Context: an optimization exercise on an open-source flow, tuned for small area. The choices shown serve that exercise and are no tape-out recipe.
The RTL was checked by simulation tests, not by an equivalence proof against the original design.
Power and IR drop assume default switching activity.

==> run a <==
Design csr_unit, start of the top module:
module csr_unit (
    input  logic        clk,
    input  logic        rstn,
    input  logic        stall,
    input  logic        flush,
    input  logic        req_valid,
    input  logic [2:0]  req_op,
    input  logic [13:0] req_num,
    input  logic [31:0] req_wdata,
    input  logic [31:0] req_wmask,
    input  logic [31:0] req_pc,
    input  logic [5:0]  req_ecode,
    input  logic [8:0]  req_esubcode,
    input  logic [31:0] req_badv,
    input  logic [7:0]  hw_int,
    output logic        resp_flush,
    output logic [31:0] resp_pc,
    output logic [31:0] resp_rdata,
    output logic        excp_flush,
    output logic        ertn_flush,
    output logic [8:0]  crmd
);
clock: 5.0 ns
lec_check: 0
cap_margin: 0
core_margin: 2
core_utilization: 65
place_density: 0.75
slew_margin: 0
standard.sh (not shown) runs the stock make flow with config.mk's settings and CLKGATE_MAP_FILE= SYNTH_SCRIPT=/design/flow/synth_recipe.tcl, a recipe that flattens the netlist after the stock synthesis.
==> flow/flow/run.sh <==
#!/bin/bash
# The standard layout (standard.sh) with these changes to how it is built:
#  - synthesis maps the logic with an area-oriented ABC script (abc.script here)
#    in place of ORFS's speed script; flip-flop mapping and everything else
#    in the synthesis are unchanged
#  - the port buffers are the smallest buffer, sky130_fd_sc_hd__buf_1
#  - clock tree synthesis clusters up to 15 sinks per clkbuf_8, no dummy loads
# Each step's full output goes to a log file in this folder.
set -euo pipefail
here=$(pwd)
rm -rf "$here/scripts_abc"
cp -r "$FLOW_HOME/scripts" "$here/scripts_abc"
cp "$here/flow/abc.script" "$here/scripts_abc/abc_area.script"
bash standard.sh synth ABC_AREA=1 SCRIPTS_DIR="$here/scripts_abc" > synth.log 2>&1
export BUFFER_PORTS_ARGS="-buffer_cell sky130_fd_sc_hd__buf_1"
export CTS_ARGS="-sink_clustering_enable -repair_clock_nets -dont_use_dummy_load -sink_clustering_size 15 -sink_clustering_max_diameter 60 -buf_list {sky130_fd_sc_hd__clkbuf_8}"
bash standard.sh > standard.log 2>&1
==> flow/flow/abc.script <==
&get -n
&st
&syn2
&dch
&nf -R 1000
&put
==> run b (differences from run a) <==
--- a/flow/design.v
+++ b/flow/design.v
@@ -252,40 +252,36 @@
     wire        tcfg_we  = w_tcfg || !rstn;
     wire [31:0] tcfg_n   = (a_z & {32{tcfg_we}}) | (tcfg_q & {32{!tcfg_we}});
     always_ff @(posedge clk)
         tcfg_q <= tcfg_n;
     wire        en       = tcfg_n[0];
+    wire        at_zero  = (tval_q == 32'd0);
+    wire        load     = en && (w_tcfg || (at_zero && tcfg_n[1]));
+    wire        dec      = en && (tval_q != 32'hffff_ffff);
+    wire        ti_clr   = w_ticlr && a_q[0] && ti_q;
     logic [7:0]  tz_g;    
     logic [7:0]  tz_p;    
-    logic [31:0] tval_m1;
+    logic [31:0] tval_nx;
     always_comb
     begin
         for (int k = 0; k < 8; k++)
             tz_g[k] = ~|tval_q[4*k +: 4];
-        tz_p[0] = 1'b1;
+        tz_p[0] = dec;
         for (int k = 1; k < 8; k++)
             tz_p[k] = tz_p[k-1] & tz_g[k-1];
         for (int i = 0; i < 32; i++)
         begin
             logic b;
             b = tz_p[i/4];
             for (int j = 4*(i/4); j < i; j++)
                 b = b & !tval_q[j];
-            tval_m1[i] = tval_q[i] ^ b;
-        end
-    end
-    wire        at_zero  = &tz_g;
-    wire        load     = en && (w_tcfg || (at_zero && tcfg_n[1]));
-    wire        dec      = en && (tval_q != 32'hffff_ffff);
-    wire        ti_clr   = w_ticlr && a_q[0] && ti_q;
+            tval_nx[i] = tval_q[i] ^ b;
+        end
+    end
     wire        tld    = load || !rstn;
-    wire [31:0] tval_d = tld ? {tcfg_n[31:2], 2'b00} : tval_m1;
-    always_ff @(posedge clk)
-    begin
-        if (tld || dec)
-            tval_q <= tval_d;
-    end
+    always_ff @(posedge clk)
+        tval_q <= tld ? {tcfg_n[31:2], 2'b00} : tval_nx;
     always_ff @(posedge clk)
     begin
         if (!rstn)
         begin
             ti_q     <= 1'b0;
==> flow/config.mk (replaced) <==
export PLATFORM = sky130hd
export DESIGN_NAME = csr_unit
export DESIGN_NICKNAME = csr_unit
export VERILOG_FILES = /design/flow/design.v
export SDC_FILE = /design/flow/constraint.sdc
export NUM_CORES = 4
export LEC_CHECK = 0
export CAP_MARGIN = 10
export CORE_MARGIN = 2
export CORE_UTILIZATION = 50
export PLACE_DENSITY = 0.7
export SLEW_MARGIN = 10
==> run c (differences from run a) <==
--- a/flow/design.v
+++ b/flow/design.v
@@ -46,10 +46,12 @@
     logic [31:6] eentry_q;
     logic [31:0] save0_q, save1_q, save2_q, save3_q;
     logic [31:0] tid_q;
     logic [31:0] tcfg_q;
     logic [31:0] tval_q;
+    logic f_exc, f_era, f_badv, f_eentry, f_tid, f_tcfg, f_tval;
+    logic [3:0] f_save;
     logic        k_excp, k_ertn, k_wr;
     logic [31:0] a_q;
     logic [31:0] b_q;
     logic [14:0] c_q;
     logic        resp_flush_q;
@@ -60,10 +62,22 @@
     assign resp_pc    = resp_pc_q;
     assign resp_rdata = resp_rdata_q;
     assign excp_flush = excp_q;
     assign ertn_flush = ertn_q;
     assign crmd       = crmd_q;
+    wire [5:0]  ecode_v  = f_exc    ? ecode_q  : 6'd0;
+    wire [8:0]  esub_v   = f_exc    ? esub_q   : 9'd0;
+    wire [31:0] era_v    = f_era    ? era_q    : 32'd0;
+    wire [31:0] badv_v   = f_badv   ? badv_q   : 32'd0;
+    wire [31:0] eentry_v = f_eentry ? {eentry_q, 6'd0} : 32'd0;
+    wire [31:0] save0_v  = f_save[0] ? save0_q : 32'd0;
+    wire [31:0] save1_v  = f_save[1] ? save1_q : 32'd0;
+    wire [31:0] save2_v  = f_save[2] ? save2_q : 32'd0;
+    wire [31:0] save3_v  = f_save[3] ? save3_q : 32'd0;
+    wire [31:0] tid_v    = f_tid    ? tid_q    : 32'd0;
+    wire [31:0] tcfg_v   = f_tcfg   ? tcfg_q   : 32'd0;
+    wire [31:0] tval_v   = f_tval   ? tval_q   : 32'd0;
     wire [12:0] int_vec = {1'b0, ti_q, 1'b0, hw_int, is_q};
     wire        inte    = req_valid && crmd_q[2] && (|(int_vec & lie_q));
     wire op_ertn = !inte && (req_op == 3'd4);
     wire op_exc  = inte || (req_op == 3'd5) || (req_op == 3'd6);
     wire op_wr   = !inte && (req_op == 3'd2 || req_op == 3'd3);
@@ -85,26 +99,26 @@
     wire s_save3  = hi0 && lo == 7'h33;
     wire s_tid    = hi0 && lo == 7'h40;
     wire s_tcfg   = hi0 && lo == 7'h41;
     wire s_tval   = hi0 && lo == 7'h42;
     wire s_ticlr  = hi0 && lo == 7'h44;
-    wire [31:0] estat = {1'b0, esub_q, ecode_q, 3'b0, int_vec};
+    wire [31:0] estat = {1'b0, esub_v, ecode_v, 3'b0, int_vec};
     wire [31:0] rdata =
           ({32{s_crmd}}   & {23'd0, crmd_q})
         | ({32{s_prmd}}   & {29'd0, prmd_q})
         | ({32{s_ecfg}}   & {19'd0, lie_q})
         | ({32{s_estat}}  & estat)
-        | ({32{s_era}}    & era_q)
-        | ({32{s_badv}}   & badv_q)
-        | ({32{s_eentry}} & {eentry_q, 6'd0})
-        | ({32{s_save0}}  & save0_q)
-        | ({32{s_save1}}  & save1_q)
-        | ({32{s_save2}}  & save2_q)
-        | ({32{s_save3}}  & save3_q)
-        | ({32{s_tid}}    & tid_q)
-        | ({32{s_tcfg}}   & tcfg_q)
-        | ({32{s_tval}}   & tval_q);
+        | ({32{s_era}}    & era_v)
+        | ({32{s_badv}}   & badv_v)
+        | ({32{s_eentry}} & eentry_v)
+        | ({32{s_save0}}  & save0_v)
+        | ({32{s_save1}}  & save1_v)
+        | ({32{s_save2}}  & save2_v)
+        | ({32{s_save3}}  & save3_v)
+        | ({32{s_tid}}    & tid_v)
+        | ({32{s_tcfg}}   & tcfg_v)
+        | ({32{s_tval}}   & tval_v);
     logic [3:0] wcode;
     logic       wok;
     always_comb
     begin
         wok   = 1'b1;
@@ -152,11 +166,11 @@
         end
     end
     wire p_era = rsel && op_ertn;
     wire p_een = rsel && !op_ertn && op_exc;
     wire p_pc4 = rsel && !op_ertn && !op_exc;
-    wire [31:0] rpc_d = ({32{p_era}} & era_q) | ({32{p_een}} & {eentry_q, 6'd0}) | ({32{p_pc4}} & pc4);
+    wire [31:0] rpc_d = ({32{p_era}} & era_v) | ({32{p_een}} & eentry_v) | ({32{p_pc4}} & pc4);
     wire v = rsel && req_valid;
     always_ff @(posedge clk)
     begin
         if (!rstn || !stall)
         begin
@@ -232,30 +246,26 @@
                 lie_q <= a_q[12:0] & 13'h1bff;
             if (w_estat)
                 is_q <= a_q[1:0];
         end
     end
-    wire [31:0] a_z = a_q & {32{rstn}};
-    wire [14:0] c_z = c_q & {15{rstn}};
     always_ff @(posedge clk)
     begin
-        if (ce || !rstn)       {esub_q, ecode_q} <= c_z;
-        if (we_era || !rstn)   era_q    <= a_z;
-        if (w_badv || !rstn)   badv_q   <= a_z;
-        else if (e_badv)       badv_q   <= b_q;
-        if (w_eentry || !rstn) eentry_q <= a_z[31:6];
-        if (w_save0 || !rstn)  save0_q  <= a_z;
-        if (w_save1 || !rstn)  save1_q  <= a_z;
-        if (w_save2 || !rstn)  save2_q  <= a_z;
-        if (w_save3 || !rstn)  save3_q  <= a_z;
-        if (w_tid || !rstn)    tid_q    <= a_z;
+        if (ce)       {esub_q, ecode_q} <= c_q;
+        if (we_era)   era_q    <= a_q;
+        if (w_badv)   badv_q   <= a_q;
+        else if (e_badv) badv_q <= b_q;
+        if (w_eentry) eentry_q <= a_q[31:6];
+        if (w_save0)  save0_q  <= a_q;
+        if (w_save1)  save1_q  <= a_q;
+        if (w_save2)  save2_q  <= a_q;
+        if (w_save3)  save3_q  <= a_q;
+        if (w_tid)    tid_q    <= a_q;
+        if (w_tcfg)   tcfg_q   <= a_q;
     end
-    wire        tcfg_we  = w_tcfg || !rstn;
-    wire [31:0] tcfg_n   = (a_z & {32{tcfg_we}}) | (tcfg_q & {32{!tcfg_we}});
-    always_ff @(posedge clk)
-        tcfg_q <= tcfg_n;
-    wire        en       = tcfg_n[0];
+    wire [31:0] tcfg_n   = w_tcfg ? a_q : tcfg_q;
+    wire        en       = w_tcfg ? a_q[0] : (f_tcfg && tcfg_q[0]);
     logic [7:0]  tz_g;    
     logic [7:0]  tz_p;    
     logic [31:0] tval_m1;
     always_comb
     begin
@@ -275,27 +285,43 @@
     end
     wire        at_zero  = &tz_g;
     wire        load     = en && (w_tcfg || (at_zero && tcfg_n[1]));
     wire        dec      = en && (tval_q != 32'hffff_ffff);
     wire        ti_clr   = w_ticlr && a_q[0] && ti_q;
-    wire        tld    = load || !rstn;
-    wire [31:0] tval_d = tld ? {tcfg_n[31:2], 2'b00} : tval_m1;
     always_ff @(posedge clk)
     begin
-        if (tld || dec)
-            tval_q <= tval_d;
+        if (load)
+            tval_q <= {tcfg_n[31:2], 2'b00};
+        else if (dec)
+            tval_q <= tval_m1;
     end
     always_ff @(posedge clk)
     begin
         if (!rstn)
         begin
             ti_q     <= 1'b0;
+            f_exc    <= 1'b0;
+            f_era    <= 1'b0;
+            f_badv   <= 1'b0;
+            f_eentry <= 1'b0;
+            f_save   <= 4'd0;
+            f_tid    <= 1'b0;
+            f_tcfg   <= 1'b0;
+            f_tval   <= 1'b0;
         end
         else
         begin
             if (ti_clr)
                 ti_q <= 1'b0;
             else if (en && !w_tcfg && at_zero)
                 ti_q <= 1'b1;
+            f_exc    <= f_exc    || ce;
+            f_era    <= f_era    || we_era;
+            f_badv   <= f_badv   || we_badv;
+            f_eentry <= f_eentry || w_eentry;
+            f_save   <= f_save   | {w_save3, w_save2, w_save1, w_save0};
+            f_tid    <= f_tid    || w_tid;
+            f_tcfg   <= f_tcfg   || w_tcfg;
+            f_tval   <= f_tval   || load;
         end
     end
 endmodule
==> flow/flow/run.sh (replaced) <==
#!/bin/bash
# The standard layout (standard.sh) with these changes to how it is built:
#  - synthesis maps the logic with an area-oriented ABC script (abc.script here)
#    in place of ORFS's speed script; flip-flop mapping and everything else
#    in the synthesis are unchanged
#  - the port buffers are the smallest buffer, sky130_fd_sc_hd__buf_1
#  - clock tree synthesis clusters up to 25 sinks per clkbuf_16, no dummy loads
# Each step's full output goes to a log file in this folder.
set -euo pipefail
here=$(pwd)
rm -rf "$here/scripts_abc"
cp -r "$FLOW_HOME/scripts" "$here/scripts_abc"
cp "$here/flow/abc.script" "$here/scripts_abc/abc_area.script"
bash standard.sh synth ABC_AREA=1 SCRIPTS_DIR="$here/scripts_abc" > synth.log 2>&1
export BUFFER_PORTS_ARGS="-buffer_cell sky130_fd_sc_hd__buf_1"
export CTS_ARGS="-sink_clustering_enable -repair_clock_nets -dont_use_dummy_load -sink_clustering_size 25 -sink_clustering_max_diameter 80 -buf_list {sky130_fd_sc_hd__clkbuf_16}"
bash standard.sh > standard.log 2>&1
==> flow/config.mk (replaced) <==
export PLATFORM = sky130hd
export DESIGN_NAME = csr_unit
export DESIGN_NICKNAME = csr_unit
export VERILOG_FILES = /design/flow/design.v
export SDC_FILE = /design/flow/constraint.sdc
export NUM_CORES = 4
export LEC_CHECK = 0
export CAP_MARGIN = 20
export CORE_MARGIN = 2
export CORE_UTILIZATION = 40
export SLEW_MARGIN = 20
==> notes.md <==
- Final cell count: run a is smaller than run b (4.8%).
- Against run c, the cell area of run a is lower by about 4%.
- Non-clock buffer count: run a is lower than run c (4).
- In run a the total power is larger than in run c, by about 0.44%.
==> figures <==
item                                                                  run a                     run c                    run b
Fraction of standard cell area that is sequential                     62.8%                     61.1%                    61.9%
DR vias                                                               15.4k                     14.8k                    15.2k
Final worst setup slack                                             1.01 ns                   1.04 ns                  1.03 ns
Slowest stage delay, CP                                             0.75 ns                   0.44 ns                  0.57 ns
Ratio of layout area to synthesized area                             1.129x                    1.147x                   1.136x
Min Clock Period, post-route                                        3.99 ns                   3.96 ns                  3.97 ns
Critical-path top delay cell                        sky130_fd_sc_hd__nor3_1  sky130_fd_sc_hd__nand2_1   sky130_fd_sc_hd__or4_1
Run status                                          complete, no violations   complete, no violations  complete, no violations
Number of signal-net inverters in the final layout                       72                        36                       68
Metal3 WL                                                           8220 µm                   5590 µm                  7630 µm

==> afterwards: timing with drivers on the ports <==
The flow's constraints put no driver on any port. The routed layouts listed below were extracted and timed again, unchanged, in two steps. Step 1 assumes that a clkbuf_16 drives the clock port and a buf_2 every other input. Step 2 times the ports against the registers' clock, not the clock port: input delays grow and output delays shrink by t, the midpoint of the rising clock arrivals with the driver on. Slacks: ideal ports / drivers / drivers and shift; pairs: ideal ports / drivers.
run	t, ns	setup slack, ns	worst setup path at the end
run a	0.617	1.014 / 1.042 / 0.425	input to register
run b	0.664	1.030 / 1.057 / 0.393	input to register
run c	0.643	1.041 / 1.041 / 0.621	input to register
After both steps setup and hold are still met in every run listed. For run b, which loses most, drivers alone change the setup slack by +0.027 ns; drivers and shift together by -0.637 ns.
